From an optimization exercise on the open Yosys and OpenROAD flow, aimed at small area, a short achievable clock period and few clock cycles per item; shortcuts taken in it are not production practice. The RTL was checked by simulation tests, not by an equivalence proof against the original design. Power and IR drop assume default switching activity.

===== flow/config.mk =====
export PLATFORM = sky130hd
export DESIGN_NAME = scalar_kalman_filter
export DESIGN_NICKNAME = scalar_kalman_filter
export VERILOG_FILES = /design/flow/design.v
export SDC_FILE = /design/flow/constraint.sdc
export NUM_CORES = 4
export LEC_CHECK = 0
export ABC_AREA = 1
export CAP_MARGIN = 20
export CORE_MARGIN = 2
export CORE_UTILIZATION = 40
export SETUP_SLACK_MARGIN = 0.3
export SLEW_MARGIN = 20

===== flow/constraint.sdc =====
create_clock -name core_clock -period 5.0 [get_ports {clk_i}]
set_input_delay 1.0000 -clock core_clock [delete_from_list [all_inputs] [get_ports {clk_i}]]
set_output_delay 1.0000 -clock core_clock [all_outputs]
set_load 0.01 [all_outputs]

===== flow/design.v =====
package skf_pkg;
  localparam int unsigned SampleW  = 16;
  localparam int unsigned EstW     = 32;
  localparam int unsigned CovW     = 32;
  localparam int unsigned FracW    = 24;
  localparam int unsigned CfgIdxW  = 2;
  localparam int unsigned CfgDataW = 32;
  localparam logic [CfgIdxW-1:0] CFG_PROCESS_NOISE      = 2'd0;
  localparam logic [CfgIdxW-1:0] CFG_MEASUREMENT_NOISE  = 2'd1;
  localparam logic [CfgIdxW-1:0] CFG_INITIAL_COVARIANCE = 2'd2;
  localparam logic [CovW-1:0] ProcessNoiseRst      = 32'd16777;
  localparam logic [CovW-1:0] MeasurementNoiseRst  = 32'd9110028;
  localparam logic [CovW-1:0] InitialCovarianceRst = 32'd335544;
endpackage
module skf_bk32 (
  input  logic [31:0] a,
  input  logic [31:0] b,
  input  logic ci,
  output logic [31:0] s,
  output logic co
);
  logic [31:0] p0, g0;
  assign p0 = a ^ b;
  assign g0 = a & b;
  logic gc0;
  assign gc0 = g0[0] | (p0[0] & ci);
  logic gg1, pp1;
  assign gg1 = g0[1] | (p0[1] & gc0);
  assign pp1 = p0[1] & p0[0];
  logic gg2, pp2;
  assign gg2 = g0[3] | (p0[3] & g0[2]);
  assign pp2 = p0[3] & p0[2];
  logic gg3, pp3;
  assign gg3 = g0[5] | (p0[5] & g0[4]);
  assign pp3 = p0[5] & p0[4];
  logic gg4, pp4;
  assign gg4 = g0[7] | (p0[7] & g0[6]);
  assign pp4 = p0[7] & p0[6];
  logic gg5, pp5;
  assign gg5 = g0[9] | (p0[9] & g0[8]);
  assign pp5 = p0[9] & p0[8];
  logic gg6, pp6;
  assign gg6 = g0[11] | (p0[11] & g0[10]);
  assign pp6 = p0[11] & p0[10];
  logic gg7, pp7;
  assign gg7 = g0[13] | (p0[13] & g0[12]);
  assign pp7 = p0[13] & p0[12];
  logic gg8, pp8;
  assign gg8 = g0[15] | (p0[15] & g0[14]);
  assign pp8 = p0[15] & p0[14];
  logic gg9, pp9;
  assign gg9 = g0[17] | (p0[17] & g0[16]);
  assign pp9 = p0[17] & p0[16];
  logic gg10, pp10;
  assign gg10 = g0[19] | (p0[19] & g0[18]);
  assign pp10 = p0[19] & p0[18];
  logic gg11, pp11;
  assign gg11 = g0[21] | (p0[21] & g0[20]);
  assign pp11 = p0[21] & p0[20];
  logic gg12, pp12;
  assign gg12 = g0[23] | (p0[23] & g0[22]);
  assign pp12 = p0[23] & p0[22];
  logic gg13, pp13;
  assign gg13 = g0[25] | (p0[25] & g0[24]);
  assign pp13 = p0[25] & p0[24];
  logic gg14, pp14;
  assign gg14 = g0[27] | (p0[27] & g0[26]);
  assign pp14 = p0[27] & p0[26];
  logic gg15, pp15;
  assign gg15 = g0[29] | (p0[29] & g0[28]);
  assign pp15 = p0[29] & p0[28];
  logic gg16, pp16;
  assign gg16 = g0[31] | (p0[31] & g0[30]);
  assign pp16 = p0[31] & p0[30];
  logic gg17, pp17;
  assign gg17 = gg2 | (pp2 & gg1);
  assign pp17 = pp2 & pp1;
  logic gg18, pp18;
  assign gg18 = gg4 | (pp4 & gg3);
  assign pp18 = pp4 & pp3;
  logic gg19, pp19;
  assign gg19 = gg6 | (pp6 & gg5);
  assign pp19 = pp6 & pp5;
  logic gg20, pp20;
  assign gg20 = gg8 | (pp8 & gg7);
  assign pp20 = pp8 & pp7;
  logic gg21, pp21;
  assign gg21 = gg10 | (pp10 & gg9);
  assign pp21 = pp10 & pp9;
  logic gg22, pp22;
  assign gg22 = gg12 | (pp12 & gg11);
  assign pp22 = pp12 & pp11;
  logic gg23, pp23;
  assign gg23 = gg14 | (pp14 & gg13);
  assign pp23 = pp14 & pp13;
  logic gg24, pp24;
  assign gg24 = gg16 | (pp16 & gg15);
  assign pp24 = pp16 & pp15;
  logic gg25, pp25;
  assign gg25 = gg18 | (pp18 & gg17);
  assign pp25 = pp18 & pp17;
  logic gg26, pp26;
  assign gg26 = gg20 | (pp20 & gg19);
  assign pp26 = pp20 & pp19;
  logic gg27, pp27;
  assign gg27 = gg22 | (pp22 & gg21);
  assign pp27 = pp22 & pp21;
  logic gg28, pp28;
  assign gg28 = gg24 | (pp24 & gg23);
  assign pp28 = pp24 & pp23;
  logic gg29, pp29;
  assign gg29 = gg26 | (pp26 & gg25);
  assign pp29 = pp26 & pp25;
  logic gg30, pp30;
  assign gg30 = gg28 | (pp28 & gg27);
  assign pp30 = pp28 & pp27;
  logic gg31, pp31;
  assign gg31 = gg30 | (pp30 & gg29);
  assign pp31 = pp30 & pp29;
  logic gg32, pp32;
  assign gg32 = gg27 | (pp27 & gg29);
  assign pp32 = pp27 & pp29;
  logic gg33, pp33;
  assign gg33 = gg19 | (pp19 & gg25);
  assign pp33 = pp19 & pp25;
  logic gg34, pp34;
  assign gg34 = gg21 | (pp21 & gg29);
  assign pp34 = pp21 & pp29;
  logic gg35, pp35;
  assign gg35 = gg23 | (pp23 & gg32);
  assign pp35 = pp23 & pp32;
  logic gg36, pp36;
  assign gg36 = gg3 | (pp3 & gg17);
  assign pp36 = pp3 & pp17;
  logic gg37, pp37;
  assign gg37 = gg5 | (pp5 & gg25);
  assign pp37 = pp5 & pp25;
  logic gg38, pp38;
  assign gg38 = gg7 | (pp7 & gg33);
  assign pp38 = pp7 & pp33;
  logic gg39, pp39;
  assign gg39 = gg9 | (pp9 & gg29);
  assign pp39 = pp9 & pp29;
  logic gg40, pp40;
  assign gg40 = gg11 | (pp11 & gg34);
  assign pp40 = pp11 & pp34;
  logic gg41, pp41;
  assign gg41 = gg13 | (pp13 & gg32);
  assign pp41 = pp13 & pp32;
  logic gg42, pp42;
  assign gg42 = gg15 | (pp15 & gg35);
  assign pp42 = pp15 & pp35;
  logic gg43, pp43;
  assign gg43 = g0[2] | (p0[2] & gg1);
  assign pp43 = p0[2] & pp1;
  logic gg44, pp44;
  assign gg44 = g0[4] | (p0[4] & gg17);
  assign pp44 = p0[4] & pp17;
  logic gg45, pp45;
  assign gg45 = g0[6] | (p0[6] & gg36);
  assign pp45 = p0[6] & pp36;
  logic gg46, pp46;
  assign gg46 = g0[8] | (p0[8] & gg25);
  assign pp46 = p0[8] & pp25;
  logic gg47, pp47;
  assign gg47 = g0[10] | (p0[10] & gg37);
  assign pp47 = p0[10] & pp37;
  logic gg48, pp48;
  assign gg48 = g0[12] | (p0[12] & gg33);
  assign pp48 = p0[12] & pp33;
  logic gg49, pp49;
  assign gg49 = g0[14] | (p0[14] & gg38);
  assign pp49 = p0[14] & pp38;
  logic gg50, pp50;
  assign gg50 = g0[16] | (p0[16] & gg29);
  assign pp50 = p0[16] & pp29;
  logic gg51, pp51;
  assign gg51 = g0[18] | (p0[18] & gg39);
  assign pp51 = p0[18] & pp39;
  logic gg52, pp52;
  assign gg52 = g0[20] | (p0[20] & gg34);
  assign pp52 = p0[20] & pp34;
  logic gg53, pp53;
  assign gg53 = g0[22] | (p0[22] & gg40);
  assign pp53 = p0[22] & pp40;
  logic gg54, pp54;
  assign gg54 = g0[24] | (p0[24] & gg32);
  assign pp54 = p0[24] & pp32;
  logic gg55, pp55;
  assign gg55 = g0[26] | (p0[26] & gg41);
  assign pp55 = p0[26] & pp41;
  logic gg56, pp56;
  assign gg56 = g0[28] | (p0[28] & gg35);
  assign pp56 = p0[28] & pp35;
  logic gg57, pp57;
  assign gg57 = g0[30] | (p0[30] & gg42);
  assign pp57 = p0[30] & pp42;
  logic [32:0] c;
  assign c[0] = ci;
  assign c[1] = gc0;
  assign c[2] = gg1;
  assign c[3] = gg43;
  assign c[4] = gg17;
  assign c[5] = gg44;
  assign c[6] = gg36;
  assign c[7] = gg45;
  assign c[8] = gg25;
  assign c[9] = gg46;
  assign c[10] = gg37;
  assign c[11] = gg47;
  assign c[12] = gg33;
  assign c[13] = gg48;
  assign c[14] = gg38;
  assign c[15] = gg49;
  assign c[16] = gg29;
  assign c[17] = gg50;
  assign c[18] = gg39;
  assign c[19] = gg51;
  assign c[20] = gg34;
  assign c[21] = gg52;
  assign c[22] = gg40;
  assign c[23] = gg53;
  assign c[24] = gg32;
  assign c[25] = gg54;
  assign c[26] = gg41;
  assign c[27] = gg55;
  assign c[28] = gg35;
  assign c[29] = gg56;
  assign c[30] = gg42;
  assign c[31] = gg57;
  assign c[32] = gg31;
  assign s  = p0 ^ c[31:0];
  assign co = c[32];
endmodule
module skf_bk34 (
  input  logic [33:0] a,
  input  logic [33:0] b,
  input  logic ci,
  output logic [33:0] s,
  output logic co
);
  logic [33:0] p0, g0;
  assign p0 = a ^ b;
  assign g0 = a & b;
  logic gc0;
  assign gc0 = g0[0] | (p0[0] & ci);
  logic gg1, pp1;
  assign gg1 = g0[1] | (p0[1] & gc0);
  assign pp1 = p0[1] & p0[0];
  logic gg2, pp2;
  assign gg2 = g0[3] | (p0[3] & g0[2]);
  assign pp2 = p0[3] & p0[2];
  logic gg3, pp3;
  assign gg3 = g0[5] | (p0[5] & g0[4]);
  assign pp3 = p0[5] & p0[4];
  logic gg4, pp4;
  assign gg4 = g0[7] | (p0[7] & g0[6]);
  assign pp4 = p0[7] & p0[6];
  logic gg5, pp5;
  assign gg5 = g0[9] | (p0[9] & g0[8]);
  assign pp5 = p0[9] & p0[8];
  logic gg6, pp6;
  assign gg6 = g0[11] | (p0[11] & g0[10]);
  assign pp6 = p0[11] & p0[10];
  logic gg7, pp7;
  assign gg7 = g0[13] | (p0[13] & g0[12]);
  assign pp7 = p0[13] & p0[12];
  logic gg8, pp8;
  assign gg8 = g0[15] | (p0[15] & g0[14]);
  assign pp8 = p0[15] & p0[14];
  logic gg9, pp9;
  assign gg9 = g0[17] | (p0[17] & g0[16]);
  assign pp9 = p0[17] & p0[16];
  logic gg10, pp10;
  assign gg10 = g0[19] | (p0[19] & g0[18]);
  assign pp10 = p0[19] & p0[18];
  logic gg11, pp11;
  assign gg11 = g0[21] | (p0[21] & g0[20]);
  assign pp11 = p0[21] & p0[20];
  logic gg12, pp12;
  assign gg12 = g0[23] | (p0[23] & g0[22]);
  assign pp12 = p0[23] & p0[22];
  logic gg13, pp13;
  assign gg13 = g0[25] | (p0[25] & g0[24]);
  assign pp13 = p0[25] & p0[24];
  logic gg14, pp14;
  assign gg14 = g0[27] | (p0[27] & g0[26]);
  assign pp14 = p0[27] & p0[26];
  logic gg15, pp15;
  assign gg15 = g0[29] | (p0[29] & g0[28]);
  assign pp15 = p0[29] & p0[28];
  logic gg16, pp16;
  assign gg16 = g0[31] | (p0[31] & g0[30]);
  assign pp16 = p0[31] & p0[30];
  logic gg17, pp17;
  assign gg17 = g0[33] | (p0[33] & g0[32]);
  assign pp17 = p0[33] & p0[32];
  logic gg18, pp18;
  assign gg18 = gg2 | (pp2 & gg1);
  assign pp18 = pp2 & pp1;
  logic gg19, pp19;
  assign gg19 = gg4 | (pp4 & gg3);
  assign pp19 = pp4 & pp3;
  logic gg20, pp20;
  assign gg20 = gg6 | (pp6 & gg5);
  assign pp20 = pp6 & pp5;
  logic gg21, pp21;
  assign gg21 = gg8 | (pp8 & gg7);
  assign pp21 = pp8 & pp7;
  logic gg22, pp22;
  assign gg22 = gg10 | (pp10 & gg9);
  assign pp22 = pp10 & pp9;
  logic gg23, pp23;
  assign gg23 = gg12 | (pp12 & gg11);
  assign pp23 = pp12 & pp11;
  logic gg24, pp24;
  assign gg24 = gg14 | (pp14 & gg13);
  assign pp24 = pp14 & pp13;
  logic gg25, pp25;
  assign gg25 = gg16 | (pp16 & gg15);
  assign pp25 = pp16 & pp15;
  logic gg26, pp26;
  assign gg26 = gg19 | (pp19 & gg18);
  assign pp26 = pp19 & pp18;
  logic gg27, pp27;
  assign gg27 = gg21 | (pp21 & gg20);
  assign pp27 = pp21 & pp20;
  logic gg28, pp28;
  assign gg28 = gg23 | (pp23 & gg22);
  assign pp28 = pp23 & pp22;
  logic gg29, pp29;
  assign gg29 = gg25 | (pp25 & gg24);
  assign pp29 = pp25 & pp24;
  logic gg30, pp30;
  assign gg30 = gg27 | (pp27 & gg26);
  assign pp30 = pp27 & pp26;
  logic gg31, pp31;
  assign gg31 = gg29 | (pp29 & gg28);
  assign pp31 = pp29 & pp28;
  logic gg32, pp32;
  assign gg32 = gg31 | (pp31 & gg30);
  assign pp32 = pp31 & pp30;
  logic gg33, pp33;
  assign gg33 = gg28 | (pp28 & gg30);
  assign pp33 = pp28 & pp30;
  logic gg34, pp34;
  assign gg34 = gg20 | (pp20 & gg26);
  assign pp34 = pp20 & pp26;
  logic gg35, pp35;
  assign gg35 = gg22 | (pp22 & gg30);
  assign pp35 = pp22 & pp30;
  logic gg36, pp36;
  assign gg36 = gg24 | (pp24 & gg33);
  assign pp36 = pp24 & pp33;
  logic gg37, pp37;
  assign gg37 = gg3 | (pp3 & gg18);
  assign pp37 = pp3 & pp18;
  logic gg38, pp38;
  assign gg38 = gg5 | (pp5 & gg26);
  assign pp38 = pp5 & pp26;
  logic gg39, pp39;
  assign gg39 = gg7 | (pp7 & gg34);
  assign pp39 = pp7 & pp34;
  logic gg40, pp40;
  assign gg40 = gg9 | (pp9 & gg30);
  assign pp40 = pp9 & pp30;
  logic gg41, pp41;
  assign gg41 = gg11 | (pp11 & gg35);
  assign pp41 = pp11 & pp35;
  logic gg42, pp42;
  assign gg42 = gg13 | (pp13 & gg33);
  assign pp42 = pp13 & pp33;
  logic gg43, pp43;
  assign gg43 = gg15 | (pp15 & gg36);
  assign pp43 = pp15 & pp36;
  logic gg44, pp44;
  assign gg44 = gg17 | (pp17 & gg32);
  assign pp44 = pp17 & pp32;
  logic gg45, pp45;
  assign gg45 = g0[2] | (p0[2] & gg1);
  assign pp45 = p0[2] & pp1;
  logic gg46, pp46;
  assign gg46 = g0[4] | (p0[4] & gg18);
  assign pp46 = p0[4] & pp18;
  logic gg47, pp47;
  assign gg47 = g0[6] | (p0[6] & gg37);
  assign pp47 = p0[6] & pp37;
  logic gg48, pp48;
  assign gg48 = g0[8] | (p0[8] & gg26);
  assign pp48 = p0[8] & pp26;
  logic gg49, pp49;
  assign gg49 = g0[10] | (p0[10] & gg38);
  assign pp49 = p0[10] & pp38;
  logic gg50, pp50;
  assign gg50 = g0[12] | (p0[12] & gg34);
  assign pp50 = p0[12] & pp34;
  logic gg51, pp51;
  assign gg51 = g0[14] | (p0[14] & gg39);
  assign pp51 = p0[14] & pp39;
  logic gg52, pp52;
  assign gg52 = g0[16] | (p0[16] & gg30);
  assign pp52 = p0[16] & pp30;
  logic gg53, pp53;
  assign gg53 = g0[18] | (p0[18] & gg40);
  assign pp53 = p0[18] & pp40;
  logic gg54, pp54;
  assign gg54 = g0[20] | (p0[20] & gg35);
  assign pp54 = p0[20] & pp35;
  logic gg55, pp55;
  assign gg55 = g0[22] | (p0[22] & gg41);
  assign pp55 = p0[22] & pp41;
  logic gg56, pp56;
  assign gg56 = g0[24] | (p0[24] & gg33);
  assign pp56 = p0[24] & pp33;
  logic gg57, pp57;
  assign gg57 = g0[26] | (p0[26] & gg42);
  assign pp57 = p0[26] & pp42;
  logic gg58, pp58;
  assign gg58 = g0[28] | (p0[28] & gg36);
  assign pp58 = p0[28] & pp36;
  logic gg59, pp59;
  assign gg59 = g0[30] | (p0[30] & gg43);
  assign pp59 = p0[30] & pp43;
  logic gg60, pp60;
  assign gg60 = g0[32] | (p0[32] & gg32);
  assign pp60 = p0[32] & pp32;
  logic [34:0] c;
  assign c[0] = ci;
  assign c[1] = gc0;
  assign c[2] = gg1;
  assign c[3] = gg45;
  assign c[4] = gg18;
  assign c[5] = gg46;
  assign c[6] = gg37;
  assign c[7] = gg47;
  assign c[8] = gg26;
  assign c[9] = gg48;
  assign c[10] = gg38;
  assign c[11] = gg49;
  assign c[12] = gg34;
  assign c[13] = gg50;
  assign c[14] = gg39;
  assign c[15] = gg51;
  assign c[16] = gg30;
  assign c[17] = gg52;
  assign c[18] = gg40;
  assign c[19] = gg53;
  assign c[20] = gg35;
  assign c[21] = gg54;
  assign c[22] = gg41;
  assign c[23] = gg55;
  assign c[24] = gg33;
  assign c[25] = gg56;
  assign c[26] = gg42;
  assign c[27] = gg57;
  assign c[28] = gg36;
  assign c[29] = gg58;
  assign c[30] = gg43;
  assign c[31] = gg59;
  assign c[32] = gg32;
  assign c[33] = gg60;
  assign c[34] = gg44;
  assign s  = p0 ^ c[33:0];
  assign co = c[34];
endmodule
module skf_bk35 (
  input  logic [34:0] a,
  input  logic [34:0] b,
  input  logic ci,
  output logic [34:0] s,
  output logic co
);
  logic [34:0] p0, g0;
  assign p0 = a ^ b;
  assign g0 = a & b;
  logic gc0;
  assign gc0 = g0[0] | (p0[0] & ci);
  logic gg1, pp1;
  assign gg1 = g0[1] | (p0[1] & gc0);
  assign pp1 = p0[1] & p0[0];
  logic gg2, pp2;
  assign gg2 = g0[3] | (p0[3] & g0[2]);
  assign pp2 = p0[3] & p0[2];
  logic gg3, pp3;
  assign gg3 = g0[5] | (p0[5] & g0[4]);
  assign pp3 = p0[5] & p0[4];
  logic gg4, pp4;
  assign gg4 = g0[7] | (p0[7] & g0[6]);
  assign pp4 = p0[7] & p0[6];
  logic gg5, pp5;
  assign gg5 = g0[9] | (p0[9] & g0[8]);
  assign pp5 = p0[9] & p0[8];
  logic gg6, pp6;
  assign gg6 = g0[11] | (p0[11] & g0[10]);
  assign pp6 = p0[11] & p0[10];
  logic gg7, pp7;
  assign gg7 = g0[13] | (p0[13] & g0[12]);
  assign pp7 = p0[13] & p0[12];
  logic gg8, pp8;
  assign gg8 = g0[15] | (p0[15] & g0[14]);
  assign pp8 = p0[15] & p0[14];
  logic gg9, pp9;
  assign gg9 = g0[17] | (p0[17] & g0[16]);
  assign pp9 = p0[17] & p0[16];
  logic gg10, pp10;
  assign gg10 = g0[19] | (p0[19] & g0[18]);
  assign pp10 = p0[19] & p0[18];
  logic gg11, pp11;
  assign gg11 = g0[21] | (p0[21] & g0[20]);
  assign pp11 = p0[21] & p0[20];
  logic gg12, pp12;
  assign gg12 = g0[23] | (p0[23] & g0[22]);
  assign pp12 = p0[23] & p0[22];
  logic gg13, pp13;
  assign gg13 = g0[25] | (p0[25] & g0[24]);
  assign pp13 = p0[25] & p0[24];
  logic gg14, pp14;
  assign gg14 = g0[27] | (p0[27] & g0[26]);
  assign pp14 = p0[27] & p0[26];
  logic gg15, pp15;
  assign gg15 = g0[29] | (p0[29] & g0[28]);
  assign pp15 = p0[29] & p0[28];
  logic gg16, pp16;
  assign gg16 = g0[31] | (p0[31] & g0[30]);
  assign pp16 = p0[31] & p0[30];
  logic gg17, pp17;
  assign gg17 = g0[33] | (p0[33] & g0[32]);
  assign pp17 = p0[33] & p0[32];
  logic gg18, pp18;
  assign gg18 = gg2 | (pp2 & gg1);
  assign pp18 = pp2 & pp1;
  logic gg19, pp19;
  assign gg19 = gg4 | (pp4 & gg3);
  assign pp19 = pp4 & pp3;
  logic gg20, pp20;
  assign gg20 = gg6 | (pp6 & gg5);
  assign pp20 = pp6 & pp5;
  logic gg21, pp21;
  assign gg21 = gg8 | (pp8 & gg7);
  assign pp21 = pp8 & pp7;
  logic gg22, pp22;
  assign gg22 = gg10 | (pp10 & gg9);
  assign pp22 = pp10 & pp9;
  logic gg23, pp23;
  assign gg23 = gg12 | (pp12 & gg11);
  assign pp23 = pp12 & pp11;
  logic gg24, pp24;
  assign gg24 = gg14 | (pp14 & gg13);
  assign pp24 = pp14 & pp13;
  logic gg25, pp25;
  assign gg25 = gg16 | (pp16 & gg15);
  assign pp25 = pp16 & pp15;
  logic gg26, pp26;
  assign gg26 = gg19 | (pp19 & gg18);
  assign pp26 = pp19 & pp18;
  logic gg27, pp27;
  assign gg27 = gg21 | (pp21 & gg20);
  assign pp27 = pp21 & pp20;
  logic gg28, pp28;
  assign gg28 = gg23 | (pp23 & gg22);
  assign pp28 = pp23 & pp22;
  logic gg29, pp29;
  assign gg29 = gg25 | (pp25 & gg24);
  assign pp29 = pp25 & pp24;
  logic gg30, pp30;
  assign gg30 = gg27 | (pp27 & gg26);
  assign pp30 = pp27 & pp26;
  logic gg31, pp31;
  assign gg31 = gg29 | (pp29 & gg28);
  assign pp31 = pp29 & pp28;
  logic gg32, pp32;
  assign gg32 = gg31 | (pp31 & gg30);
  assign pp32 = pp31 & pp30;
  logic gg33, pp33;
  assign gg33 = gg28 | (pp28 & gg30);
  assign pp33 = pp28 & pp30;
  logic gg34, pp34;
  assign gg34 = gg20 | (pp20 & gg26);
  assign pp34 = pp20 & pp26;
  logic gg35, pp35;
  assign gg35 = gg22 | (pp22 & gg30);
  assign pp35 = pp22 & pp30;
  logic gg36, pp36;
  assign gg36 = gg24 | (pp24 & gg33);
  assign pp36 = pp24 & pp33;
  logic gg37, pp37;
  assign gg37 = gg3 | (pp3 & gg18);
  assign pp37 = pp3 & pp18;
  logic gg38, pp38;
  assign gg38 = gg5 | (pp5 & gg26);
  assign pp38 = pp5 & pp26;
  logic gg39, pp39;
  assign gg39 = gg7 | (pp7 & gg34);
  assign pp39 = pp7 & pp34;
  logic gg40, pp40;
  assign gg40 = gg9 | (pp9 & gg30);
  assign pp40 = pp9 & pp30;
  logic gg41, pp41;
  assign gg41 = gg11 | (pp11 & gg35);
  assign pp41 = pp11 & pp35;
  logic gg42, pp42;
  assign gg42 = gg13 | (pp13 & gg33);
  assign pp42 = pp13 & pp33;
  logic gg43, pp43;
  assign gg43 = gg15 | (pp15 & gg36);
  assign pp43 = pp15 & pp36;
  logic gg44, pp44;
  assign gg44 = gg17 | (pp17 & gg32);
  assign pp44 = pp17 & pp32;
  logic gg45, pp45;
  assign gg45 = g0[2] | (p0[2] & gg1);
  assign pp45 = p0[2] & pp1;
  logic gg46, pp46;
  assign gg46 = g0[4] | (p0[4] & gg18);
  assign pp46 = p0[4] & pp18;
  logic gg47, pp47;
  assign gg47 = g0[6] | (p0[6] & gg37);
  assign pp47 = p0[6] & pp37;
  logic gg48, pp48;
  assign gg48 = g0[8] | (p0[8] & gg26);
  assign pp48 = p0[8] & pp26;
  logic gg49, pp49;
  assign gg49 = g0[10] | (p0[10] & gg38);
  assign pp49 = p0[10] & pp38;
  logic gg50, pp50;
  assign gg50 = g0[12] | (p0[12] & gg34);
  assign pp50 = p0[12] & pp34;
  logic gg51, pp51;
  assign gg51 = g0[14] | (p0[14] & gg39);
  assign pp51 = p0[14] & pp39;
  logic gg52, pp52;
  assign gg52 = g0[16] | (p0[16] & gg30);
  assign pp52 = p0[16] & pp30;
  logic gg53, pp53;
  assign gg53 = g0[18] | (p0[18] & gg40);
  assign pp53 = p0[18] & pp40;
  logic gg54, pp54;
  assign gg54 = g0[20] | (p0[20] & gg35);
  assign pp54 = p0[20] & pp35;
  logic gg55, pp55;
  assign gg55 = g0[22] | (p0[22] & gg41);
  assign pp55 = p0[22] & pp41;
  logic gg56, pp56;
  assign gg56 = g0[24] | (p0[24] & gg33);
  assign pp56 = p0[24] & pp33;
  logic gg57, pp57;
  assign gg57 = g0[26] | (p0[26] & gg42);
  assign pp57 = p0[26] & pp42;
  logic gg58, pp58;
  assign gg58 = g0[28] | (p0[28] & gg36);
  assign pp58 = p0[28] & pp36;
  logic gg59, pp59;
  assign gg59 = g0[30] | (p0[30] & gg43);
  assign pp59 = p0[30] & pp43;
  logic gg60, pp60;
  assign gg60 = g0[32] | (p0[32] & gg32);
  assign pp60 = p0[32] & pp32;
  logic gg61, pp61;
  assign gg61 = g0[34] | (p0[34] & gg44);
  assign pp61 = p0[34] & pp44;
  logic [35:0] c;
  assign c[0] = ci;
  assign c[1] = gc0;
  assign c[2] = gg1;
  assign c[3] = gg45;
  assign c[4] = gg18;
  assign c[5] = gg46;
  assign c[6] = gg37;
  assign c[7] = gg47;
  assign c[8] = gg26;
  assign c[9] = gg48;
  assign c[10] = gg38;
  assign c[11] = gg49;
  assign c[12] = gg34;
  assign c[13] = gg50;
  assign c[14] = gg39;
  assign c[15] = gg51;
  assign c[16] = gg30;
  assign c[17] = gg52;
  assign c[18] = gg40;
  assign c[19] = gg53;
  assign c[20] = gg35;
  assign c[21] = gg54;
  assign c[22] = gg41;
  assign c[23] = gg55;
  assign c[24] = gg33;
  assign c[25] = gg56;
  assign c[26] = gg42;
  assign c[27] = gg57;
  assign c[28] = gg36;
  assign c[29] = gg58;
  assign c[30] = gg43;
  assign c[31] = gg59;
  assign c[32] = gg32;
  assign c[33] = gg60;
  assign c[34] = gg44;
  assign c[35] = gg61;
  assign s  = p0 ^ c[34:0];
  assign co = c[35];
endmodule
module skf_bk36 (
  input  logic [35:0] a,
  input  logic [35:0] b,
  input  logic ci,
  output logic [35:0] s,
  output logic co
);
  logic [35:0] p0, g0;
  assign p0 = a ^ b;
  assign g0 = a & b;
  logic gc0;
  assign gc0 = g0[0] | (p0[0] & ci);
  logic gg1, pp1;
  assign gg1 = g0[1] | (p0[1] & gc0);
  assign pp1 = p0[1] & p0[0];
  logic gg2, pp2;
  assign gg2 = g0[3] | (p0[3] & g0[2]);
  assign pp2 = p0[3] & p0[2];
  logic gg3, pp3;
  assign gg3 = g0[5] | (p0[5] & g0[4]);
  assign pp3 = p0[5] & p0[4];
  logic gg4, pp4;
  assign gg4 = g0[7] | (p0[7] & g0[6]);
  assign pp4 = p0[7] & p0[6];
  logic gg5, pp5;
  assign gg5 = g0[9] | (p0[9] & g0[8]);
  assign pp5 = p0[9] & p0[8];
  logic gg6, pp6;
  assign gg6 = g0[11] | (p0[11] & g0[10]);
  assign pp6 = p0[11] & p0[10];
  logic gg7, pp7;
  assign gg7 = g0[13] | (p0[13] & g0[12]);
  assign pp7 = p0[13] & p0[12];
  logic gg8, pp8;
  assign gg8 = g0[15] | (p0[15] & g0[14]);
  assign pp8 = p0[15] & p0[14];
  logic gg9, pp9;
  assign gg9 = g0[17] | (p0[17] & g0[16]);
  assign pp9 = p0[17] & p0[16];
  logic gg10, pp10;
  assign gg10 = g0[19] | (p0[19] & g0[18]);
  assign pp10 = p0[19] & p0[18];
  logic gg11, pp11;
  assign gg11 = g0[21] | (p0[21] & g0[20]);
  assign pp11 = p0[21] & p0[20];
  logic gg12, pp12;
  assign gg12 = g0[23] | (p0[23] & g0[22]);
  assign pp12 = p0[23] & p0[22];
  logic gg13, pp13;
  assign gg13 = g0[25] | (p0[25] & g0[24]);
  assign pp13 = p0[25] & p0[24];
  logic gg14, pp14;
  assign gg14 = g0[27] | (p0[27] & g0[26]);
  assign pp14 = p0[27] & p0[26];
  logic gg15, pp15;
  assign gg15 = g0[29] | (p0[29] & g0[28]);
  assign pp15 = p0[29] & p0[28];
  logic gg16, pp16;
  assign gg16 = g0[31] | (p0[31] & g0[30]);
  assign pp16 = p0[31] & p0[30];
  logic gg17, pp17;
  assign gg17 = g0[33] | (p0[33] & g0[32]);
  assign pp17 = p0[33] & p0[32];
  logic gg18, pp18;
  assign gg18 = g0[35] | (p0[35] & g0[34]);
  assign pp18 = p0[35] & p0[34];
  logic gg19, pp19;
  assign gg19 = gg2 | (pp2 & gg1);
  assign pp19 = pp2 & pp1;
  logic gg20, pp20;
  assign gg20 = gg4 | (pp4 & gg3);
  assign pp20 = pp4 & pp3;
  logic gg21, pp21;
  assign gg21 = gg6 | (pp6 & gg5);
  assign pp21 = pp6 & pp5;
  logic gg22, pp22;
  assign gg22 = gg8 | (pp8 & gg7);
  assign pp22 = pp8 & pp7;
  logic gg23, pp23;
  assign gg23 = gg10 | (pp10 & gg9);
  assign pp23 = pp10 & pp9;
  logic gg24, pp24;
  assign gg24 = gg12 | (pp12 & gg11);
  assign pp24 = pp12 & pp11;
  logic gg25, pp25;
  assign gg25 = gg14 | (pp14 & gg13);
  assign pp25 = pp14 & pp13;
  logic gg26, pp26;
  assign gg26 = gg16 | (pp16 & gg15);
  assign pp26 = pp16 & pp15;
  logic gg27, pp27;
  assign gg27 = gg18 | (pp18 & gg17);
  assign pp27 = pp18 & pp17;
  logic gg28, pp28;
  assign gg28 = gg20 | (pp20 & gg19);
  assign pp28 = pp20 & pp19;
  logic gg29, pp29;
  assign gg29 = gg22 | (pp22 & gg21);
  assign pp29 = pp22 & pp21;
  logic gg30, pp30;
  assign gg30 = gg24 | (pp24 & gg23);
  assign pp30 = pp24 & pp23;
  logic gg31, pp31;
  assign gg31 = gg26 | (pp26 & gg25);
  assign pp31 = pp26 & pp25;
  logic gg32, pp32;
  assign gg32 = gg29 | (pp29 & gg28);
  assign pp32 = pp29 & pp28;
  logic gg33, pp33;
  assign gg33 = gg31 | (pp31 & gg30);
  assign pp33 = pp31 & pp30;
  logic gg34, pp34;
  assign gg34 = gg33 | (pp33 & gg32);
  assign pp34 = pp33 & pp32;
  logic gg35, pp35;
  assign gg35 = gg30 | (pp30 & gg32);
  assign pp35 = pp30 & pp32;
  logic gg36, pp36;
  assign gg36 = gg21 | (pp21 & gg28);
  assign pp36 = pp21 & pp28;
  logic gg37, pp37;
  assign gg37 = gg23 | (pp23 & gg32);
  assign pp37 = pp23 & pp32;
  logic gg38, pp38;
  assign gg38 = gg25 | (pp25 & gg35);
  assign pp38 = pp25 & pp35;
  logic gg39, pp39;
  assign gg39 = gg27 | (pp27 & gg34);
  assign pp39 = pp27 & pp34;
  logic gg40, pp40;
  assign gg40 = gg3 | (pp3 & gg19);
  assign pp40 = pp3 & pp19;
  logic gg41, pp41;
  assign gg41 = gg5 | (pp5 & gg28);
  assign pp41 = pp5 & pp28;
  logic gg42, pp42;
  assign gg42 = gg7 | (pp7 & gg36);
  assign pp42 = pp7 & pp36;
  logic gg43, pp43;
  assign gg43 = gg9 | (pp9 & gg32);
  assign pp43 = pp9 & pp32;
  logic gg44, pp44;
  assign gg44 = gg11 | (pp11 & gg37);
  assign pp44 = pp11 & pp37;
  logic gg45, pp45;
  assign gg45 = gg13 | (pp13 & gg35);
  assign pp45 = pp13 & pp35;
  logic gg46, pp46;
  assign gg46 = gg15 | (pp15 & gg38);
  assign pp46 = pp15 & pp38;
  logic gg47, pp47;
  assign gg47 = gg17 | (pp17 & gg34);
  assign pp47 = pp17 & pp34;
  logic gg48, pp48;
  assign gg48 = g0[2] | (p0[2] & gg1);
  assign pp48 = p0[2] & pp1;
  logic gg49, pp49;
  assign gg49 = g0[4] | (p0[4] & gg19);
  assign pp49 = p0[4] & pp19;
  logic gg50, pp50;
  assign gg50 = g0[6] | (p0[6] & gg40);
  assign pp50 = p0[6] & pp40;
  logic gg51, pp51;
  assign gg51 = g0[8] | (p0[8] & gg28);
  assign pp51 = p0[8] & pp28;
  logic gg52, pp52;
  assign gg52 = g0[10] | (p0[10] & gg41);
  assign pp52 = p0[10] & pp41;
  logic gg53, pp53;
  assign gg53 = g0[12] | (p0[12] & gg36);
  assign pp53 = p0[12] & pp36;
  logic gg54, pp54;
  assign gg54 = g0[14] | (p0[14] & gg42);
  assign pp54 = p0[14] & pp42;
  logic gg55, pp55;
  assign gg55 = g0[16] | (p0[16] & gg32);
  assign pp55 = p0[16] & pp32;
  logic gg56, pp56;
  assign gg56 = g0[18] | (p0[18] & gg43);
  assign pp56 = p0[18] & pp43;
  logic gg57, pp57;
  assign gg57 = g0[20] | (p0[20] & gg37);
  assign pp57 = p0[20] & pp37;
  logic gg58, pp58;
  assign gg58 = g0[22] | (p0[22] & gg44);
  assign pp58 = p0[22] & pp44;
  logic gg59, pp59;
  assign gg59 = g0[24] | (p0[24] & gg35);
  assign pp59 = p0[24] & pp35;
  logic gg60, pp60;
  assign gg60 = g0[26] | (p0[26] & gg45);
  assign pp60 = p0[26] & pp45;
  logic gg61, pp61;
  assign gg61 = g0[28] | (p0[28] & gg38);
  assign pp61 = p0[28] & pp38;
  logic gg62, pp62;
  assign gg62 = g0[30] | (p0[30] & gg46);
  assign pp62 = p0[30] & pp46;
  logic gg63, pp63;
  assign gg63 = g0[32] | (p0[32] & gg34);
  assign pp63 = p0[32] & pp34;
  logic gg64, pp64;
  assign gg64 = g0[34] | (p0[34] & gg47);
  assign pp64 = p0[34] & pp47;
  logic [36:0] c;
  assign c[0] = ci;
  assign c[1] = gc0;
  assign c[2] = gg1;
  assign c[3] = gg48;
  assign c[4] = gg19;
  assign c[5] = gg49;
  assign c[6] = gg40;
  assign c[7] = gg50;
  assign c[8] = gg28;
  assign c[9] = gg51;
  assign c[10] = gg41;
  assign c[11] = gg52;
  assign c[12] = gg36;
  assign c[13] = gg53;
  assign c[14] = gg42;
  assign c[15] = gg54;
  assign c[16] = gg32;
  assign c[17] = gg55;
  assign c[18] = gg43;
  assign c[19] = gg56;
  assign c[20] = gg37;
  assign c[21] = gg57;
  assign c[22] = gg44;
  assign c[23] = gg58;
  assign c[24] = gg35;
  assign c[25] = gg59;
  assign c[26] = gg45;
  assign c[27] = gg60;
  assign c[28] = gg38;
  assign c[29] = gg61;
  assign c[30] = gg46;
  assign c[31] = gg62;
  assign c[32] = gg34;
  assign c[33] = gg63;
  assign c[34] = gg47;
  assign c[35] = gg64;
  assign c[36] = gg39;
  assign s  = p0 ^ c[35:0];
  assign co = c[36];
endmodule
module scalar_kalman_filter (
  input  logic                          clk_i,
  input  logic                          rst_ni,
  input  logic                          sample_valid_i,
  output logic                          sample_ready_o,
  input  logic [skf_pkg::SampleW-1:0]   sample_i,
  output logic                          estimate_valid_o,
  input  logic                          estimate_ready_i,
  output logic [skf_pkg::EstW-1:0]      estimate_o,
  input  logic                          cfg_valid_i,
  output logic                          cfg_ready_o,
  input  logic [skf_pkg::CfgIdxW-1:0]   cfg_index_i,
  input  logic [skf_pkg::CfgDataW-1:0]  cfg_data_i
);
  logic [31:0] q_q, r_q, p_q;
  logic [31:0] x_q;
  logic        out_valid_q;
  logic        bvalid_q;
  logic [15:0] b_q;
  localparam int S_IDLE = 0, S_DEN = 1, S_DIV = 2, S_ACC = 3, S_FIN = 4;
  logic [4:0]  pst_q;
  logic [3:0]  pcnt_q;
  logic [31:0] pp_q, den_q, rem_q;
  logic [24:0] qr_q;
  logic [34:0] a_q;        
  logic [20:0] us_q, uc_q;  
  logic        zero_q;
  logic        qvalid_q;    
  logic        conv_q;      
  logic        chk_q;       
  localparam logic [1:0] X_IDLE = 2'd0, X_MUL = 2'd1, X_FIN = 2'd2;
  logic [1:0]  xst_q;
  logic        xstep_q;     
  logic [32:0] d_q;
  logic [20:0] bsel_q;      
  logic        xfin_q;      
  logic [37:0] as_q, ac_q;  
  logic [11:0] ls_q, lc_q;  
  logic        cp_q;        
  logic [33:0] alu_a, alu_b, alu_s;
  logic [31:0] alu_sat;
  logic        alu_ci;
  logic [33:0] f_a, f_b, f_c, f_s, f_c2;
  assign f_a  = {2'b00, pp_q};
  assign f_b  = ~{2'b00, us_q, a_q[34:24]};
  assign f_c  = ~{2'b00, uc_q, 11'd0};
  assign f_s  = f_a ^ f_b ^ f_c;
  assign f_c2 = {((f_a[32:0] & f_b[32:0]) | (f_a[32:0] & f_c[32:0]) | (f_b[32:0] & f_c[32:0])), 1'b1};
  assign alu_a  = ({34{pst_q[S_IDLE]}} & {2'b00, p_q}) |
                  ({34{pst_q[S_DEN]}}  & {2'b00, pp_q}) |
                  ({34{pst_q[S_FIN]}}  & f_s);
  assign alu_b  = ({34{pst_q[S_IDLE]}} & {2'b00, q_q}) |
                  ({34{pst_q[S_DEN]}}  & {2'b00, r_q}) |
                  ({34{pst_q[S_FIN]}}  & f_c2);
  assign alu_ci = pst_q[S_FIN] & (a_q[23:0] == 24'd0);
  skf_bk34 u_palu (.a(alu_a), .b(alu_b), .ci(alu_ci), .s(alu_s), .co());
  assign alu_sat = alu_s[32] ? 32'hFFFF_FFFF : alu_s[31:0];
  logic int_bit, zero_n;
  assign zero_n  = (pp_q == 32'd0) && (r_q == 32'd0);
  assign int_bit = ((r_q == 32'd0) || (pp_q == 32'hFFFF_FFFF)) && !zero_n;
  logic peq, start;
  assign peq   = chk_q && (den_q == p_q);
  assign start = pst_q[S_IDLE] && bvalid_q && !qvalid_q && !conv_q && !peq;
  logic [33:0] rem4;
  logic [34:0] s1, s2, s3, t_x, t_y, t_z, t_s, t_c;
  logic [35:0] t_sum;
  logic [1:0]  qd;
  logic [31:0] rem_n;
  assign rem4  = {rem_q, 2'b00};
  skf_bk35 u_s1 (.a({1'b0, rem4}), .b(~{3'b000, den_q}), .ci(1'b1), .s(s1), .co());
  skf_bk35 u_s2 (.a({1'b0, rem4}), .b(~{2'b00, den_q, 1'b0}), .ci(1'b1), .s(s2), .co());
  assign t_x   = {1'b0, rem4};
  assign t_y   = ~{2'b00, den_q, 1'b0};
  assign t_z   = ~{3'b000, den_q};
  assign t_s   = t_x ^ t_y ^ t_z;
  assign t_c   = (t_x & t_y) | (t_x & t_z) | (t_y & t_z);
  skf_bk36 u_s3 (.a({t_s, 1'b1}), .b({t_c[33:0], 2'b11}), .ci(1'b0), .s(t_sum), .co());
  assign s3    = t_sum[35:1];
  always_comb begin
    if (zero_q)        begin qd = 2'd0; rem_n = rem4[31:0]; end
    else if (!s3[34])  begin qd = 2'd3; rem_n = s3[31:0];   end
    else if (!s2[34])  begin qd = 2'd2; rem_n = s2[31:0];   end
    else if (!s1[34])  begin qd = 2'd1; rem_n = s1[31:0];   end
    else               begin qd = 2'd0; rem_n = rem4[31:0]; end
  end
  logic [34:0] ax, ay, az, as_, ac;
  logic [35:0] alo;
  assign ax  = {a_q[32:0], 2'b00};
  assign ay  = qr_q[1] ? {2'b00, pp_q, 1'b0} : 35'd0;
  assign az  = qr_q[0] ? {3'b000, pp_q} : 35'd0;
  assign as_ = ax ^ ay ^ az;
  assign ac  = (ax & ay) | (ax & az) | (ay & az);
  skf_bk36 u_alo (.a({1'b0, as_}), .b({ac, 1'b0}), .ci(1'b0), .s(alo), .co());
  logic        kready, fin_ok, dload;
  logic [32:0] r_s, r_c;
  logic        r_cy;
  logic [32:0] dl_a, dl_b, dl_c, dl_d, dl_s1, dl_c1, dl_s2, dl_c2;
  logic [33:0] dl_sum;
  logic [31:0] xa_s, xa_c;
  logic [31:0] x_n;
  assign kready = qvalid_q || conv_q;
  assign fin_ok = !out_valid_q || estimate_ready_i;
  assign dload  = bvalid_q && kready &&
                  ((xst_q == X_IDLE) || (xfin_q && fin_ok));
  logic [12:0] lowsum;
  assign lowsum = {1'b0, ls_q} + {1'b0, lc_q} + {12'd0, cp_q};
  assign r_s  = xfin_q ? as_q[32:0] : 33'd0;
  assign r_c  = xfin_q ? ac_q[32:0] : 33'd0;
  assign r_cy = xfin_q & lowsum[12];
  assign dl_a  = {b_q[15], b_q, 16'h0000};
  assign dl_b  = ~{x_q[31], x_q};
  assign dl_c  = ~r_s;
  assign dl_d  = ~r_c;
  assign dl_s1 = dl_a ^ dl_b ^ dl_c;
  assign dl_c1 = {((dl_a[31:0] & dl_b[31:0]) | (dl_a[31:0] & dl_c[31:0]) | (dl_b[31:0] & dl_c[31:0])), 1'b1};
  assign dl_s2 = dl_s1 ^ dl_c1 ^ dl_d;
  assign dl_c2 = {((dl_s1[31:0] & dl_c1[31:0]) | (dl_s1[31:0] & dl_d[31:0]) | (dl_c1[31:0] & dl_d[31:0])), 1'b1};
  skf_bk34 u_dadd (.a({1'b0, dl_s2}), .b({1'b0, dl_c2}), .ci(!r_cy), .s(dl_sum), .co());
  assign xa_s = x_q ^ as_q[31:0] ^ ac_q[31:0];
  assign xa_c = {((x_q[30:0] & as_q[30:0]) | (x_q[30:0] & ac_q[30:0]) | (as_q[30:0] & ac_q[30:0])), 1'b0};
  skf_bk32 u_xadd (.a(xa_s), .b(xa_c), .ci(lowsum[12]), .s(x_n), .co());
  function automatic logic [20:0] booth7(input logic [13:0] k, input logic km1);
    logic [14:0] kk;
    kk = {k, km1};
    for (int i = 0; i < 7; i++) begin
      booth7[3*i+2] = kk[2*i+2] && !(kk[2*i+1] && kk[2*i]);
      booth7[3*i+1] = (kk[2*i+2] && !kk[2*i+1] && !kk[2*i]) ||
                      (!kk[2*i+2] && kk[2*i+1] && kk[2*i]);
      booth7[3*i]   = kk[2*i+1] ^ kk[2*i];
    end
  endfunction
  logic [20:0] bsel_lo, bsel_hi;
  always_comb begin
    bsel_lo = booth7({2'b00, qr_q[11:0]}, 1'b0);
    bsel_lo[20:18] = 3'b000;
    bsel_hi = booth7({1'b0, qr_q[24:12]}, qr_q[11]);
  end
  localparam int MW = 50;
  logic [MW-1:0] dw, pp [7];
  logic [6:0]    pneg;
  logic [MW-1:0] m_as, m_ac;
  logic [MW-1:0] l1as, l1ac, l1bs, l1bc, l1cs, l1cc, l2as, l2ac, l2bs, l2bc;
  logic [MW-1:0] l3s, l3c, vs, vc;
  function automatic logic [MW-1:0] csa_s(input logic [MW-1:0] a, b, c);
    csa_s = a ^ b ^ c;
  endfunction
  function automatic logic [MW-1:0] csa_c(input logic [MW-1:0] a, b, c, input logic cin);
    csa_c = {((a[MW-2:0] & b[MW-2:0]) | (a[MW-2:0] & c[MW-2:0]) | (b[MW-2:0] & c[MW-2:0])), cin};
  endfunction
  always_comb begin
    dw = {{(MW-33){d_q[32]}}, d_q};
    for (int i = 0; i < 7; i++) begin
      logic [MW-1:0] m;
      m = ({MW{bsel_q[3*i]}} & dw) | ({MW{bsel_q[3*i+1]}} & {dw[MW-2:0], 1'b0});
      m = m ^ {MW{bsel_q[3*i+2]}};
      pneg[i] = bsel_q[3*i+2];
      pp[i] = (m << (2*i)) | ({MW{pneg[i]}} & ((MW'(1) << (2*i)) - MW'(1)));
    end
    m_as = xstep_q ? {{(MW-38){as_q[37]}}, as_q} : '0;
    m_ac = xstep_q ? {{(MW-38){ac_q[37]}}, ac_q} : '0;
    l1as = csa_s(m_as, m_ac, pp[0]);   l1ac = csa_c(m_as, m_ac, pp[0], pneg[0]);
    l1bs = csa_s(pp[1], pp[2], pp[3]); l1bc = csa_c(pp[1], pp[2], pp[3], pneg[1]);
    l1cs = csa_s(pp[4], pp[5], pp[6]); l1cc = csa_c(pp[4], pp[5], pp[6], pneg[2]);
    l2as = csa_s(l1as, l1ac, l1bs);    l2ac = csa_c(l1as, l1ac, l1bs, pneg[3]);
    l2bs = csa_s(l1bc, l1cs, l1cc);    l2bc = csa_c(l1bc, l1cs, l1cc, pneg[4]);
    l3s  = csa_s(l2as, l2ac, l2bs);    l3c  = csa_c(l2as, l2ac, l2bs, pneg[5]);
    vs   = csa_s(l3s, l3c, l2bc);      vc   = csa_c(l3s, l3c, l2bc, pneg[6]);
  end
  always_ff @(posedge clk_i or negedge rst_ni) begin
    if (!rst_ni) begin
      q_q         <= skf_pkg::ProcessNoiseRst;
      r_q         <= skf_pkg::MeasurementNoiseRst;
      p_q         <= skf_pkg::InitialCovarianceRst;
      x_q         <= '0;
      out_valid_q <= 1'b0;
      bvalid_q    <= 1'b0;
      pst_q       <= 5'b00001;
      pcnt_q      <= '0;
      qvalid_q    <= 1'b0;
      conv_q      <= 1'b0;
      chk_q       <= 1'b0;
      xst_q       <= X_IDLE;
      xfin_q      <= 1'b0;
      xstep_q     <= 1'b0;
    end else begin
      if (sample_valid_i && !bvalid_q) bvalid_q <= 1'b1;
      else if (dload)                  bvalid_q <= 1'b0;
      chk_q <= pst_q[S_FIN];
      if (peq) conv_q <= 1'b1;
      if (start) pst_q <= 5'b00010;
      if (pst_q[S_DEN]) begin
        pst_q  <= 5'b00100;
        pcnt_q <= '0;
      end
      if (pst_q[S_DIV]) begin
        pcnt_q <= pcnt_q + 4'd1;
        if (pcnt_q == 4'd11) begin
          pst_q    <= 5'b01000;
          qvalid_q <= 1'b1;
        end
      end
      if (pst_q[S_ACC]) pst_q <= 5'b10000;
      if (pst_q[S_FIN]) begin
        pst_q <= 5'b00001;
        p_q   <= alu_s[31:0];
      end
      if (dload && !(pst_q[S_DIV] && pcnt_q == 4'd11)) qvalid_q <= 1'b0;
      unique case (xst_q)
        X_IDLE: if (dload) begin xst_q <= X_MUL; xstep_q <= 1'b0; end
        X_MUL: begin
          xstep_q <= 1'b1;
          if (xstep_q) begin
            xst_q  <= X_FIN;
            xfin_q <= 1'b1;
          end
        end
        X_FIN: if (fin_ok) begin
          xfin_q  <= 1'b0;
          x_q     <= x_n;
          xst_q   <= dload ? X_MUL : X_IDLE;
          xstep_q <= 1'b0;
        end
        default: xst_q <= X_IDLE;
      endcase
      if (xst_q == X_FIN && fin_ok) out_valid_q <= 1'b1;
      else if (estimate_ready_i)     out_valid_q <= 1'b0;
      if (cfg_valid_i) begin
        unique case (cfg_index_i)
          skf_pkg::CFG_PROCESS_NOISE:      q_q <= cfg_data_i;
          skf_pkg::CFG_MEASUREMENT_NOISE:  r_q <= cfg_data_i;
          skf_pkg::CFG_INITIAL_COVARIANCE: p_q <= cfg_data_i;
          default: ;
        endcase
        if (cfg_index_i != 2'd3) begin
          conv_q   <= 1'b0;
          qvalid_q <= 1'b0;
        end
      end
    end
  end
  always_ff @(posedge clk_i) begin
    if (sample_valid_i && !bvalid_q) b_q <= sample_i;
    if (pst_q[S_IDLE]) pp_q <= alu_sat;
    if (pst_q[S_DEN]) begin
      den_q  <= alu_sat;
      zero_q <= zero_n;
    end else if (pst_q[S_FIN]) begin
      den_q  <= p_q;
    end
    rem_q <= pst_q[S_DEN] ? (int_bit ? 32'd0 : pp_q) : rem_n;
    if (pst_q[S_DEN])      qr_q <= {24'd0, int_bit};
    else if (pst_q[S_DIV]) qr_q <= {qr_q[22:0], qd};
    if (pst_q[S_DEN]) begin
      a_q  <= '0;
      us_q <= '0;
      uc_q <= '0;
    end else begin
      a_q  <= alo[34:0];
      us_q <= {us_q[18:0], a_q[34:33]};
      uc_q <= {uc_q[18:0], 1'b0, alo[35]};
    end
    if (dload) begin
      d_q    <= dl_sum[32:0];
      bsel_q <= bsel_lo;
    end else begin
      bsel_q <= bsel_hi;
    end
    if (xst_q == X_MUL) begin
      as_q <= vs[49:12];
      ac_q <= vc[49:12];
      ls_q <= vs[11:0];
      lc_q <= vc[11:0];
      cp_q <= xstep_q & lowsum[12];
    end
  end
  assign sample_ready_o   = !bvalid_q;
  assign cfg_ready_o      = 1'b1;
  assign estimate_valid_o = out_valid_q;
  assign estimate_o       = x_q;
endmodule

===== flow/run.sh =====
#!/bin/bash
# synth_recipe.tcl (not shown) runs the flow's synth.tcl, then flattens the netlist and writes it again
# the make line also repeats each setting of config.mk as NAME=value (left out here)
make -C /OpenROAD-flow-scripts/flow DESIGN_CONFIG=/design/flow/config.mk WORK_HOME=/design/flow/orfs CLKGATE_MAP_FILE= SYNTH_SCRIPT=/design/flow/synth_recipe.tcl finish

==> results.tsv, run 1 <==
metric	value	unit
hpwl	97.74	mm
grtUsageTotal	22.59	%
pwr-share-seq	25.1	%
fin_area	0.05064	mm2
synth_area	0.04580	mm2
power_density	571.2	mW/mm2
fin_setup_tns	0	ns
post-route-util	44.46	%
core	0.1139	mm2
h-tree-depth	3	
slew_violations	0	
drv_cap	0	
io_pins	90	
synthDistinctLibCells	58	
clock_sinks	501	
final-setup-viol-count	0	
period_needed	4.392	ns
synth_ff_type	edfxtp_1	
ys_top_cells_by_count	nand2_1, inv_1, fa_1	
wl	129.8	mm
synth_seq_cells	501	
initial_core_util	40.22	%
max_clock_freq	0.2277	GHz
fin_crit_sh	87.84	%
yosys_warnings	2	
critical_path.endpoint_type	register	
synthMostInstantiatedCell	nand2_1	
finalPower	28.92	mW
syn-num-nets	6034	
antenna_found_initial	0	
whs	0.4303	ns
worstMarginPinSlew	1.140	ns
drt_iter0_markers	2612	
post_dp_cell_area	0.04826	mm2
synthTopCellsByArea	fa_1, edfxtp_1, nand2_1	
grt_pass1_vias	36470	
finClkSkew	0.02902	ns
hp-class	primary input to async pin	
vias_per_cell	5.208	
num_vias	34921	
switching_share	43.02	%
drive_gt1_share	5.507	%
ant_nets	0	
numCtsBuffers	67	
fillerInstances	11176	
async_flop_share	29.14	%
synth-edff-count	212	
io_buffers	88	
p_int	16.48	mW
synthCells	5143	
worst_ep_arrival_time	4.78	ns
critPathRequiredTime	5.39	ns
switchingPower	12.44	mW
grt-ovfl-total	0	
grt_first_pass_wirelength	206.1	mm
cts-root-buf	clkbuf_16	
peakVddDrop	386.8	uV
wire_per_inst	19.36	um
pwr-share-comb	57.4	%
drt_first_pass_iters	5	
cts_tree	done	
avgSynthCellArea	8.905	um2
synth_top_area_share	24.04	%
syn_to_final_growth	10.56	%
yosysSeqAreaShare	28.19	%
place_congestion	0.9145	
relSlewSlack	23.78	%
die_h	342.4	um
fin_nets	6030	
grt_max_degree	95	
drc	0	
cts_buffer_depth	3	
hold_buffers	0	
final-hold-violation-count	0	
path_max_fanout	24	
clk_pin_slew	0.06	ns
insertion_delay	0.66	ns
yosys.area.top_type	fa_1	
status	timing/DRC/antenna clean	
die-area	0.1172	mm2
rsz0062_at_grt	no	
crit_type	register to register	
num_rows	124	
n_antenna_cell	0	
crit_path_start_kind	register	
p_leak	24.76	nW
fp.dieW	342.4	um
pwr-share-clk	17.5	%
-- cells by family (layout without fill, tap and decap cells) --
family	after synthesis	in the layout	share of synthesized area [%]
AND/OR/NAND/NOR	1554	1554	13.97
buffers and inverters	1162	1212	9.759
adder cells (fa/ha/maj)	836	836	31.86
AO/OA/AOI/OAI	758	758	9.890
flip-flops	501	501	28.19
XOR/XNOR	331	331	6.330
other	1	1	0.008188
-- registers in the layout (all words and copies together) (netlist names), 11 cells and up --
signal and flops:
as_q 36, a_q 35, b_q 16, uc_q 11
bsel_q 20, ac_q 37, p_q 32, d_q 33
x_q 32, lc_q 11, pp_q 32, qr_q 25
ls_q 12, q_q 32, us_q 21, den_q 32
r_q 32, rem_q 32
-- power groups by stage --
stage | clock [mW] | combinational, mW | sequential (mW)
final | 5.06 | 16.6 | 7.25
after global routing | 5.29 | 19.1 | 7.35
after CTS | 5.14 | 16.7 | 7.26
after detailed placement | 0 | 16.5 | 7.34
after global placement | 0 | 16.1 | 7.32
after floorplan | 0 | 11.3 | 6.98
-- layout make-up --
cell class,count,area (um2),area share (%)
clock buffer,92,1966,3.882
tap,1512,1892,3.736
sequential,501,12920,25.52
timing repair buffer,156,1505,2.973
clock inverter,31,330.3,0.6523
inverter,933,3502,6.916
multi-input combinational,3480,28520,56.32
-- repair_timing --
action,CTS,global route
gates resized for setup,2,13
buffers inserted,0,0
setup endpoints to repair,1,11
pin swaps,0,3
-- metal layers --
metal | vias up | routed length (um) | global-route usage [%] | part of all wire (%)
li1 | 16364 | - | - | -
met1 | 17218 | 53440 | 28.71 | 41
met2 | 1073 | 63200 | 38.27 | 49
met3 | 266 | 7616 | 3.523 | 5.9
met4 | 0 | 5532 | 9.448 | 4.3
met5 | - | 0 | 0 | 0
-- placed cells by master, fill, tap and decap left out, types with 59 or more instances in the layout --
cell and instances:
nand2_1 1058, inv_1 919, fa_1 548, ha_1 286, xor2_1 271, nor2_1 253
o22ai_1 244, edfxtp_1 212, o21ai_0 204, dfxtp_1 142, a21oi_1 140, dfrtp_1 119
nand3_1 118, clkdlybuf4s50_1 87, clkbuf_16 71, xnor2_1 59, buf_4 59
-- worst paths after layout --
path,depth (start not counted),start,end,slack (ns)
max,18,xfin_q,d_q[31],0.61
min,1,rst_ni,x_q[7],0.43
max reg2reg,18,xfin_q,d_q[31],0.61
min reg2reg,2,us_q[17],us_q[19],0.43
max in group asynchronous,2,rst_ni,p_q[25],3.55
min in group core_clock,2,us_q[17],us_q[19],0.43
-- critical path, cell delays in order, from the launching register on --
cell,delay [ns]
dfrtp_2,0.63
buf_4,0.27
buf_4,0.28
nand2_1,0.10
fa_1,0.49
inv_1,0.05
fa_1,0.48
inv_1,0.04
ha_1,0.32
a21oi_1,0.19
o21ai_0,0.09
nor2_1,0.19
nand2_2,0.11
nand2_1,0.08
nand2_1,0.08
nand2_1,0.07
nand2_1,0.07
fa_1,0.43
xor2_1,0.17
-- through the flow --
stage                     instances  setup slack, ns
after floorplan                5143           0.7845
after global placement         6581           0.2677
after detailed placement       6581           0.2719
after CTS                      6704           0.3173
after global routing           6705           0.3219
final                          6705           0.6079
Testbench counts, summed over its fixed seeds: cycles 38,079, items 4,800.
==> run 2: changes to the inputs <==
--- a/flow/config.mk
+++ b/flow/config.mk
@@ -11,3 +11,3 @@
 export CORE_UTILIZATION = 40
-export SETUP_SLACK_MARGIN = 0.3
+export SETUP_SLACK_MARGIN = 0.9
 export SLEW_MARGIN = 20
==> run 2 against run 1 <==
  * Still clean on timing, DRC and antenna
  * Total power grew 1.8%
  * Flip-flop and latch count is the same
  * Fmax grew 9.1%
  * Design area grew 1.4%
  * Die area is the same
  * Core utilization grew 0.62 points
  * Largest power group unchanged
==> results.tsv, run 2 <==
metric	value	unit	change
status	timing/DRC/antenna clean		unchanged
synthCells	5143		unchanged
regMostFlops	ac_q		unchanged
die-area	0.1172	mm2	unchanged
grt-ovfl-total	0		unchanged
antenna_found_initial	3		was 0
synth_compound_area_share	9.890	%	unchanged
path_max_fanout	12		was 24
worstMarginPinSlew	1.116	ns	was 1.140 ns
drive_gt1_share	7.635	%	was 5.507%
io_pins	90		unchanged
largest_reg_flops	37		unchanged
vias_per_cell	5.215		was 5.208
cts_tree	done		unchanged
top_regs	ac_q: 37 flops, as_q: 36 flops, a_q: 35 flops		unchanged
synth_top_family_by_area	adder cells		unchanged
grt_max_degree	88		was 95
cts_buffer_depth	3		unchanged
core	0.1139	mm2	unchanged
insertion_delay	0.65	ns	was 0.66 ns
synth_seq_cells	501		unchanged
synth-edff-count	212		unchanged
switchingPower	12.67	mW	was 12.44 mW
clock_sinks	501		unchanged
synthSimpleGateAreaFrac	13.97	%	unchanged
synthMostInstantiatedCell	nand2_1		unchanged
cts-root-buf	clkbuf_16		unchanged
fin_setup_tns	0	ns	unchanged
multi_input_area	0.02873	mm2	was 0.02852 mm2
p_int	16.77	mW	was 16.48 mW
io_buffers	88		unchanged
crit_start	bsel_q[12]		was xfin_q
final_cells	6765		was 6705
regToRegStartpoint	bsel_q[12]		was xfin_q
whs	0.3885	ns	was 0.4303 ns
dp_cells	6582		was 6581
synth_xor_area_share	6.330	%	unchanged
num_rows	124		unchanged
initial_core_util	40.22	%	unchanged
synthTopCellsByArea	fa_1, edfxtp_1, nand2_1		unchanged
die_h	342.4	um	unchanged
switching_share	43.03	%	was 43.02%
seqCellArea	0.01293	mm2	was 0.01292 mm2
crit_type	register to register		unchanged
synth_top_area_share	24.04	%	unchanged
slew_violations	0		unchanged
ant_nets	0		unchanged
clk_pin_slew	0.06	ns	about the same
wire_per_inst	19.42	um	was 19.36 um
peakVddDrop	441.5	uV	was 386.8 uV
drt_first_pass_iters	6		was 5
relSlewSlack	25.42	%	was 23.78%
mostFrequentLayoutCells	nand2_1, inv_1, fa_1		unchanged
worst_ep_arrival_time	4.40	ns	was 4.78 ns
pwr-share-seq	24.4	%	was 25.1%
ys_top_cells_by_count	nand2_1, inv_1, fa_1		unchanged
hpwl	97.83	mm	was 97.74 mm
power_density	573.5	mW/mm2	was 571.2 mW/mm2
yosysSeqAreaShare	28.19	%	unchanged
finClkSkew	0.03186	ns	was 0.02902 ns
crit_path_cell_trace	clkinvlp_2 -> o22ai_1 -> xor2_1 -> fa_1 -> fa_1 -> fa_1 -> inv_1 -> fa_1		was buf_4 -> buf_4 -> nand2_1 -> fa_1 -> inv_1 -> fa_1 -> inv_1 -> ha_1 -> a21oi_1 -> o21ai_0 -> nor2_1 -> nand2_2 -> nand2_1 -> nand2_1 -> nand2_1 -> nand2_1 -> fa_1 -> xor2_1
pwr-share-clk	16.7	%	was 17.5%
rsz0062_at_grt	yes		was no
crit_path_start_kind	register		unchanged
grt_first_pass_wirelength	205.6	mm	was 206.1 mm
critPathSlowestCell	clkinvlp_2		was dfrtp_2
drv_cap	0		unchanged
synth_area	0.04580	mm2	unchanged
synth_adder_area_share	31.86	%	unchanged
slowest_delay	0.59	ns	was 0.63 ns
synthDistinctLibCells	58		unchanged
fin_nets	6089		was 6030
period_needed	4.026	ns	was 4.392 ns
drc	0		unchanged
h-tree-depth	3		unchanged
avgSynthCellArea	8.905	um2	unchanged
final-setup-viol-count	0		unchanged
mostFrequentLayoutCell	nand2_1		unchanged
critPathRequiredTime	5.37	ns	was 5.39 ns
critical_path.endpoint_type	register		unchanged
wl	131.4	mm	was 129.8 mm
fillerInstances	11110		was 11176
cp_common_cell	fa_1		was nand2_1
max_clock_freq	0.2484	GHz	was 0.2277 GHz
async_flop_share	29.14	%	unchanged
syn-num-nets	6034		unchanged
syn_to_final_growth	12.11	%	was 10.56%
yosys.area.top_type	fa_1		unchanged
fin_crit_sh	80.51	%	was 87.84%
final-hold-violation-count	0		unchanged
pwr-share-comb	58.9	%	was 57.4%
p_leak	25.07	nW	was 24.76 nW
grt_pass1_vias	35822		was 36470
place_congestion	0.9054		was 0.9145
synthMuxAreaShare	0	%	unchanged
fp.dieW	342.4	um	unchanged
yosys_warnings	2		unchanged
numCtsBuffers	66		was 67
hp-class	primary input to async pin		unchanged
synth_ff_type	edfxtp_1		unchanged
drt_iter0_markers	2691		was 2612
num_vias	35281		was 34921
grtUsageTotal	22.47	%	was 22.59%
run 2: cell count changes in the layout (fill, tap and decap cells not counted), moves of 8 or more:
cell / delta
nand2_1: -11
a21oi_2: +8
inv_1: -13
a21oi_1: -8
inv_2: +9
buf_4: +50
run 2: final timing paths:
check | endpoint | slack, ns | cells past startpoint
worst min register to register | pst_q[3] | 0.44 | 1
worst min-delay path | x_q[5] | 0.39 | 1
worst max-delay path | as_q[18] | 0.97 | 8
max in group asynchronous | p_q[12] | 3.54 | 2
worst max register to register | as_q[18] | 0.97 | 8
min in group core_clock | pst_q[3] | 0.44 | 1
run 2: layout make-up:
class / instances / area share (%)
Clock inverter: 30 / 0.7116
Antenna cell: 1 / 0.004874
Clock buffer: 92 / 3.604
Timing Repair inverter: 1 / 0.009747
Multi-Input combinational cell: 3480 / 55.95
Sequential cell: 501 / 25.18
Inverter: 933 / 6.855
Timing Repair Buffer: 215 / 4.004
Tap cell: 1512 / 3.684
run 2: cell families (layout without fill, tap and decap cells):
| group | count (synthesis) | in the layout |
|---|---|---|
| compound gates | 758 | 758 |
| fa+ha+maj | 836 | 836 |
| buf+inv | 1162 | 1271 |
| simple gates | 1554 | 1554 |
| flops | 501 | 501 |
| other cells | 1 | 2 |
| xor+xnor | 331 | 331 |
run 2: repair_timing:
item	4_1_cts	5_1_grt
endpoints found under the setup margin	59	58
buffers inserted	21	35
cloned	0	4
pin swaps	3	25
endpoints found under the hold margin	0	0
hold buffers	0	0
resized for setup	29	68
run 2: layer usage:
metal | GRT usage [%] | wire [um]
met1 | 28.81 | 54360
met2 | 38.30 | 64310
met3 | 3.207 | 7392
met4 | 8.589 | 5234
met5 | 0.6127 | 90
run 2: power groups by stage:
| stage | registers, mW | logic (mW) | clock network, mW |
|---|---|---|---|
| 6_report | 7.18 | 17.4 | 4.91 |
| 5_1_grt | 7.28 | 20.0 | 5.16 |
| 4_1_cts | 7.19 | 16.8 | 5.00 |
| 3_5_place_dp | 7.27 | 16.3 | 0 |
| 3_3_place_gp | 7.26 | 16.1 | 0 |
| 2_1_floorplan | 6.98 | 11.3 | 0 |
run 2: metrics by stage:
step           setup WS, ns  power [mW]  util, %  instance area [um2]
2_1_floorplan        0.9091       18.30        -                45810
3_3_place_gp         0.1567       23.39    42.38                48260
3_5_place_dp         0.1761       23.58    42.38                48260
4_1_cts              0.8088       28.98    44.56                50740
5_1_grt              0.7366       32.48    45.09                51350
6_report             0.9743       29.44    45.09                51350
run 2: worst max-delay path: cells and delay by family, from the launching register on:
kind,cells,cell delay (ns)
adder cells (fa/ha/maj),4,2.01
buffers and inverters,2,0.64
flip-flops,1,0.50
AO/OA/AOI/OAI,1,0.37
XOR/XNOR,1,0.22

[static timing again, ports no longer ideal]
How much do the figures lean on ideal ports? The routed layouts below were timed once more, with nothing changed but the port constraints.
Step 1 sets driving cells, clkbuf_16 on the clock port and buf_2 on the other inputs (assumed; they add their load-dependent delay and slew).
Step 2, shift: input delay + t, output delay - t, t = (earliest + latest rising clock arrival at the registers) / 2. This alone moves slack from input paths to output paths.
a / b / c = ideal ports / drivers / drivers and shift; a / b = the first two.
run	shift t [ns]	setup WS [ns]	latest minus earliest clock arrival (ns)	worst slew at a driven data input, ns
run 1	0.704	0.608 / 0.608 / 0.608	0.030 / 0.029	0.06
run 2	0.704	0.974 / 0.974 / 0.974	0.033 / 0.034	0.05
After both steps setup and hold are still met in every run listed.
